This is an optimization exercise on Yosys and OpenROAD, whose aim is small area, a short achievable clock period and few clock cycles per item, not a production implementation.
In this exercise RTL edits were held to simulation tests only and were not proved equivalent to the original.
Power and IR drop assume default switching activity.

job 950:
Design poly_cv_gate_to_note_events, start of the top module:
module poly_cv_gate_to_note_events (
   input  logic                  clock,
   input  logic                  reset,
   input  logic                  req_tvalid,
   output logic                  req_tready,
   input  logic [REQ_DATA_W-1:0] req_tdata,
   input  logic [0:0]            req_tuser,    
   output logic                  rsp_tvalid,
   input  logic                  rsp_tready,
   output logic [RSP_DATA_W-1:0] rsp_tdata,
   output logic [1:0]            rsp_tuser,    
   output logic                  rsp_tlast,
   input  logic                  csr_psel,
   input  logic                  csr_penable,
   input  logic                  csr_pwrite,
   input  logic [CSR_ADDR_W-1:0] csr_paddr,
   input  logic [CSR_DATA_W-1:0] csr_pwdata,
   output logic [CSR_DATA_W-1:0] csr_prdata,
   output logic                  csr_pready
);
Size: roughly 2900 cells after synthesis, roughly 230 I/O pins, ~0.038 sq mm of cells after synthesis.
==> flow/config.mk <==
export PLATFORM = sky130hd
export DESIGN_NAME = poly_cv_gate_to_note_events
export DESIGN_NICKNAME = poly_cv_gate_to_note_events
export VERILOG_FILES = /design/flow/design.v
export SDC_FILE = /design/flow/constraint.sdc
export NUM_CORES = 4
export LEC_CHECK = 0
export CAP_MARGIN = 20
export CORE_MARGIN = 2
export CORE_UTILIZATION = 40
export CTS_CLUSTER_DIAMETER = 100
export CTS_CLUSTER_SIZE = 25
export SETUP_SLACK_MARGIN = 5
export SLEW_MARGIN = 20
==> flow/constraint.sdc <==
create_clock -name core_clock -period 10.0 [get_ports {clock}]
set_input_delay 2.0000 -clock core_clock [delete_from_list [all_inputs] [get_ports {clock}]]
set_output_delay 2.0000 -clock core_clock [all_outputs]
set_load 0.01 [all_outputs]
run.sh (not shown) runs the stock make flow with config.mk's settings and CLKGATE_MAP_FILE= SYNTH_SCRIPT=/design/flow/synth_recipe.tcl, a recipe that flattens the netlist after the stock synthesis.
Testbench counts of job 950, summed over its fixed seeds: cycles 34,101, items 32,000.
### job 950 -> job 9762
# job 950
export LEC_CHECK = 0
export CAP_MARGIN = 20
export CORE_MARGIN = 2
export CORE_UTILIZATION = 40
export CTS_CLUSTER_DIAMETER = 100
export CTS_CLUSTER_SIZE = 25
export SETUP_SLACK_MARGIN = 5
export SLEW_MARGIN = 20
create_clock -name core_clock -period 10.0 [get_ports {clock}]
# job 9762
export LEC_CHECK = 0
export CAP_MARGIN = 20
export CORE_MARGIN = 2
export CORE_UTILIZATION = 40
export SLEW_MARGIN = 20
create_clock -name core_clock -period 10.0 [get_ports {clock}]
==> flow/flow/run.sh (new file) <==
#!/bin/bash
# Layout flow: the standard layout (standard.sh, with its synthesis
# unchanged), run with timing repair aimed below the clock period, small
# plain buffers on the ports (resized by repair where timing needs it) and
# larger clock-tree sink clusters. Each tool's output goes to a log file here.
set -euo pipefail
export SETUP_SLACK_MARGIN=5.7
export BUFFER_PORTS_ARGS="-buffer_cell sky130_fd_sc_hd__buf_1"
export CTS_CLUSTER_SIZE=25
export CTS_CLUSTER_DIAMETER=100
bash standard.sh > standard_flow.log 2>&1
==> flow/standard.sh (new file) <==
#!/bin/bash
# synth_recipe.tcl (not shown) runs the flow's synth.tcl, then flattens the netlist and writes it again
# the make line also repeats each setting of config.mk as NAME=value (left out here)
make -C /OpenROAD-flow-scripts/flow DESIGN_CONFIG=/design/flow/config.mk WORK_HOME=/design/flow/orfs CLKGATE_MAP_FILE= SYNTH_SCRIPT=/design/flow/synth_recipe.tcl "${@:-finish}"
removed: flow/run.sh
- Compared with job 950, the router placed fewer vias in job 9762.
- Job 950 → job 9762: relative slew slack saw an increase; setup slack higher; clock-buffer cell count saw a decrease.
- Going from job 950 to job 9762, final design area excluding fillers dropped 2.6%, count of cells along the worst register-to-register path climbed 2.
- Clock latency on the worst-skew pair up 20 ps in job 9762 wrt job 950
Input changes introduced in job 4609 (baseline for comparison: job 9762):
--- a/flow/flow/run.sh
+++ b/flow/flow/run.sh
@@ -7 +7 @@
-export SETUP_SLACK_MARGIN=5.7
+export SETUP_SLACK_MARGIN=6
Notes after the runs:
As far as final area is concerned, job 4609 and job 9762 perform about the same. Between job 4609 and job 9762, the sum of met3 wire segment lengths after detailed routing is lower for job 9762. The higher final cycle utilization of the critical path of job 4609 and job 9762 is in job 9762.
Setup changes, job 4609 to job 409
# job 4609
export LEC_CHECK = 0
export CAP_MARGIN = 20
export CORE_MARGIN = 2
export CORE_UTILIZATION = 40
export SLEW_MARGIN = 20
create_clock -name core_clock -period 10.0 [get_ports {clock}]
# job 409
export LEC_CHECK = 0
export CAP_MARGIN = 20
export CORE_MARGIN = 2
export CORE_UTILIZATION = 40
export GPL_ROUTABILITY_DRIVEN = 0
export SLEW_MARGIN = 20
create_clock -name core_clock -period 10.0 [get_ports {clock}]
## What came out
Largest stage delay on the critical path: job 409 and job 4609 compared, higher one is job 4609
In job 409 relative to job 4609, violation count after the first detailed-routing iteration had gone down slightly.
Cmp job 409 vs job 4609: non-clock buffer instance count of the final layout higher in job 409
Between job 409 and job 4609, fmax is higher for job 409, job 4609 comes in under that.
On power, job 4609 tracks job 409 almost exactly.
On actual slew at the worst max-slew pin: between job 409 and job 4609, it ends up higher for job 4609.


## run A
Starting RTL as in the previous note.
Settings: LEC_CHECK=0, CAP_MARGIN=20, CORE_MARGIN=2, CORE_UTILIZATION=40, SLEW_MARGIN=20; clock period 10.0 ns.
standard.sh (not shown) runs the stock make flow with config.mk's settings and CLKGATE_MAP_FILE= SYNTH_SCRIPT=/design/flow/synth_recipe.tcl, a recipe that flattens the netlist after the stock synthesis.
==> flow/flow/run.sh <==
#!/bin/bash
# Layout flow: the standard layout (standard.sh, with its synthesis
# unchanged), run with timing repair aimed below the clock period, small
# plain buffers on the ports (resized by repair where timing needs it) and
# larger clock-tree sink clusters. Each tool's output goes to a log file here.
set -euo pipefail
export SETUP_SLACK_MARGIN=6.30
export BUFFER_PORTS_ARGS="-buffer_cell sky130_fd_sc_hd__buf_1"
export CTS_CLUSTER_SIZE=25
export CTS_CLUSTER_DIAMETER=100
bash standard.sh > standard_flow.log 2>&1
Testbench counts of run A, summed over its fixed seeds: cycles 34,101, items 32,000.
### run A -> run B
- CORE_UTILIZATION: 40 -> 55
-- flow/flow/run.sh --
<<< run A, line 5
# larger clock-tree sink clusters. Each tool's output goes to a log file here.
set -euo pipefail
export SETUP_SLACK_MARGIN=6.30
export BUFFER_PORTS_ARGS="-buffer_cell sky130_fd_sc_hd__buf_1"
export CTS_CLUSTER_SIZE=25
>>> run B, line 5
# larger clock-tree sink clusters. Each tool's output goes to a log file here.
set -euo pipefail
export SETUP_SLACK_MARGIN=6
export BUFFER_PORTS_ARGS="-buffer_cell sky130_fd_sc_hd__buf_1"
export CTS_CLUSTER_SIZE=25
### Flow results
- Changes observed in run B relative to run A: number of tap instances down 334, global-route usage up 6.8 points.
- Re setup TNS: no difference whatsoever between run B and run A.
- Summary: with run A as the reference, summed area of non-filler cells in the final layout in run B moved down by a few percent.
- From run A to run B the numbers moved as follows: shortest period the worst path allows now sits higher, setup slack after layout decreased by 0.19 ns relative to the old numbers.
--- input diff run B..run C ---
- a change of CORE_UTILIZATION from 55 to 40
-- flow/flow/run.sh --
<<< run B, line 5
# larger clock-tree sink clusters. Each tool's output goes to a log file here.
set -euo pipefail
export SETUP_SLACK_MARGIN=6
export BUFFER_PORTS_ARGS="-buffer_cell sky130_fd_sc_hd__buf_1"
export CTS_CLUSTER_SIZE=25
>>> run C, line 5
# larger clock-tree sink clusters. Each tool's output goes to a log file here.
set -euo pipefail
export SETUP_SLACK_MARGIN=6.45
export BUFFER_PORTS_ARGS="-buffer_cell sky130_fd_sc_hd__buf_1"
export CTS_CLUSTER_SIZE=25
Notes after the runs:
- Run C finished all stages; the layout is clean.
- On clock insertion delay at the later pin of the skew report, run C and run B are neck and neck.
- Run B has a lower layout net count than run C.
- Going from run B to run C, initial core utilization lost 15 points, total power now sits higher.
> inputs changed (run C -> run D)
-- flow/flow/run.sh --
<<< run C, line 5
# larger clock-tree sink clusters. Each tool's output goes to a log file here.
set -euo pipefail
export SETUP_SLACK_MARGIN=6.45
export BUFFER_PORTS_ARGS="-buffer_cell sky130_fd_sc_hd__buf_1"
export CTS_CLUSTER_SIZE=25
>>> run D, line 5
# larger clock-tree sink clusters. Each tool's output goes to a log file here.
set -euo pipefail
export SETUP_SLACK_MARGIN=5.90
export BUFFER_PORTS_ARGS="-buffer_cell sky130_fd_sc_hd__buf_1"
export CTS_CLUSTER_SIZE=25
[summary]
When run D is set beside run C, its final net count turns out to be about 4% smaller. Re number of multi-input logic gates: run C was higher than run D. Run C → run D: maximum frequency down 3.4%, maximum number of pins on one net before global-route repair up 4.3%, switching power down 4.7%, share of synthesized cell area in and, or, nand and nor gates flat, mapped cell area flat. Flip-flop and latch area: run C vs run D, no meaningful difference. [diff] post-route cell area, run D relative to run C: improvement. Number of buffers outside the clock class in the layout, run C and run D: lower on run D.
Setup changes, run D to run E
-- flow/flow/run.sh --
<<< run D, line 5
# larger clock-tree sink clusters. Each tool's output goes to a log file here.
set -euo pipefail
export SETUP_SLACK_MARGIN=5.90
export BUFFER_PORTS_ARGS="-buffer_cell sky130_fd_sc_hd__buf_1"
export CTS_CLUSTER_SIZE=25
>>> run E, line 5
# larger clock-tree sink clusters. Each tool's output goes to a log file here.
set -euo pipefail
export SETUP_SLACK_MARGIN=6.15
export BUFFER_PORTS_ARGS="-buffer_cell sky130_fd_sc_hd__buf_1"
export CTS_CLUSTER_SIZE=25
Findings:
- Having completed the whole flow, run E delivered a layout that passed the timing, design-rule and antenna checks.
- Fmax: run E > run D
- Mux share of post-synthesis cell area came out exactly the same in run E and run D.
- The switching part of the total on run D is in line with that on run E.
- Final critical delay including setup and external delays sits lower in run E than in run D.
- Run E vs run D, critical path buffer and inverter count went up by 1.
- met5 as the highest routed metal layer was reported by run E, and met4 by run D.
- Going from run D to run E, final cycle utilization of the critical path dropped 2.0 points; power climbed 0.81%.
- met3 routed wirelength, run E and run D, higher one = run E.
- Summary of run E over run D: final antenna diode count stayed essentially flat; worst-path maximum fanout fell by 1; post-synthesis share of cell area spent on full adders, half adders and majority gates stayed essentially flat.

[port drivers added, routing unchanged]
The flow's constraints put no driver on any port. The routed layouts listed below were extracted and timed again, unchanged, in two steps. Step 1: set_driving_cell puts a clkbuf_16 on clock and a buf_2 on each other input, an assumption about the parent block. Step 2 adds t to the input delays and takes it off the output delays; t is the mean of the earliest and latest rising clock arrival at the registers after step 1. Input paths then give back, and output paths get back, about the clock's delay inside the block. Three values: no drivers, after step 1, after step 2; two values: the first two.
run	t, ns	setup WS [ns]	worst hold slack (ns)	worst setup path after step 2	worst register clock-pin slew, ns
job 950	0.677	5.128 / 5.169 / 4.491	0.428 / 0.428 / 0.428	input to register	0.11 / 0.11
job 9762	0.693	5.816 / 5.861 / 5.168	0.421 / 0.421 / 0.421	input to register	0.11 / 0.11
job 4609	0.696	5.982 / 5.994 / 5.299	0.423 / 0.423 / 0.423	input to register	0.11 / 0.11
job 409	0.683	6.034 / 6.036 / 5.352	0.425 / 0.425 / 0.425	input to register	0.11 / 0.11
run A	0.700	6.206 / 6.209 / 5.509	0.422 / 0.422 / 0.422	input to register	0.11 / 0.11
run B	0.691	6.011 / 6.012 / 5.321	0.428 / 0.428 / 0.428	input to register	0.10 / 0.10
run C	0.676	6.125 / 6.132 / 5.455	0.426 / 0.426 / 0.426	input to register	0.11 / 0.11
run D	0.682	5.987 / 6.028 / 5.346	0.421 / 0.421 / 0.421	input to register	0.11 / 0.11
run E	0.679	6.185 / 6.185 / 5.506	0.417 / 0.417 / 0.417	input to register	0.11 / 0.11
After both steps setup and hold are still met in every run listed. The setup slack of run A, which loses most, moves by +0.003 ns with the drivers and by -0.697 ns with both steps.
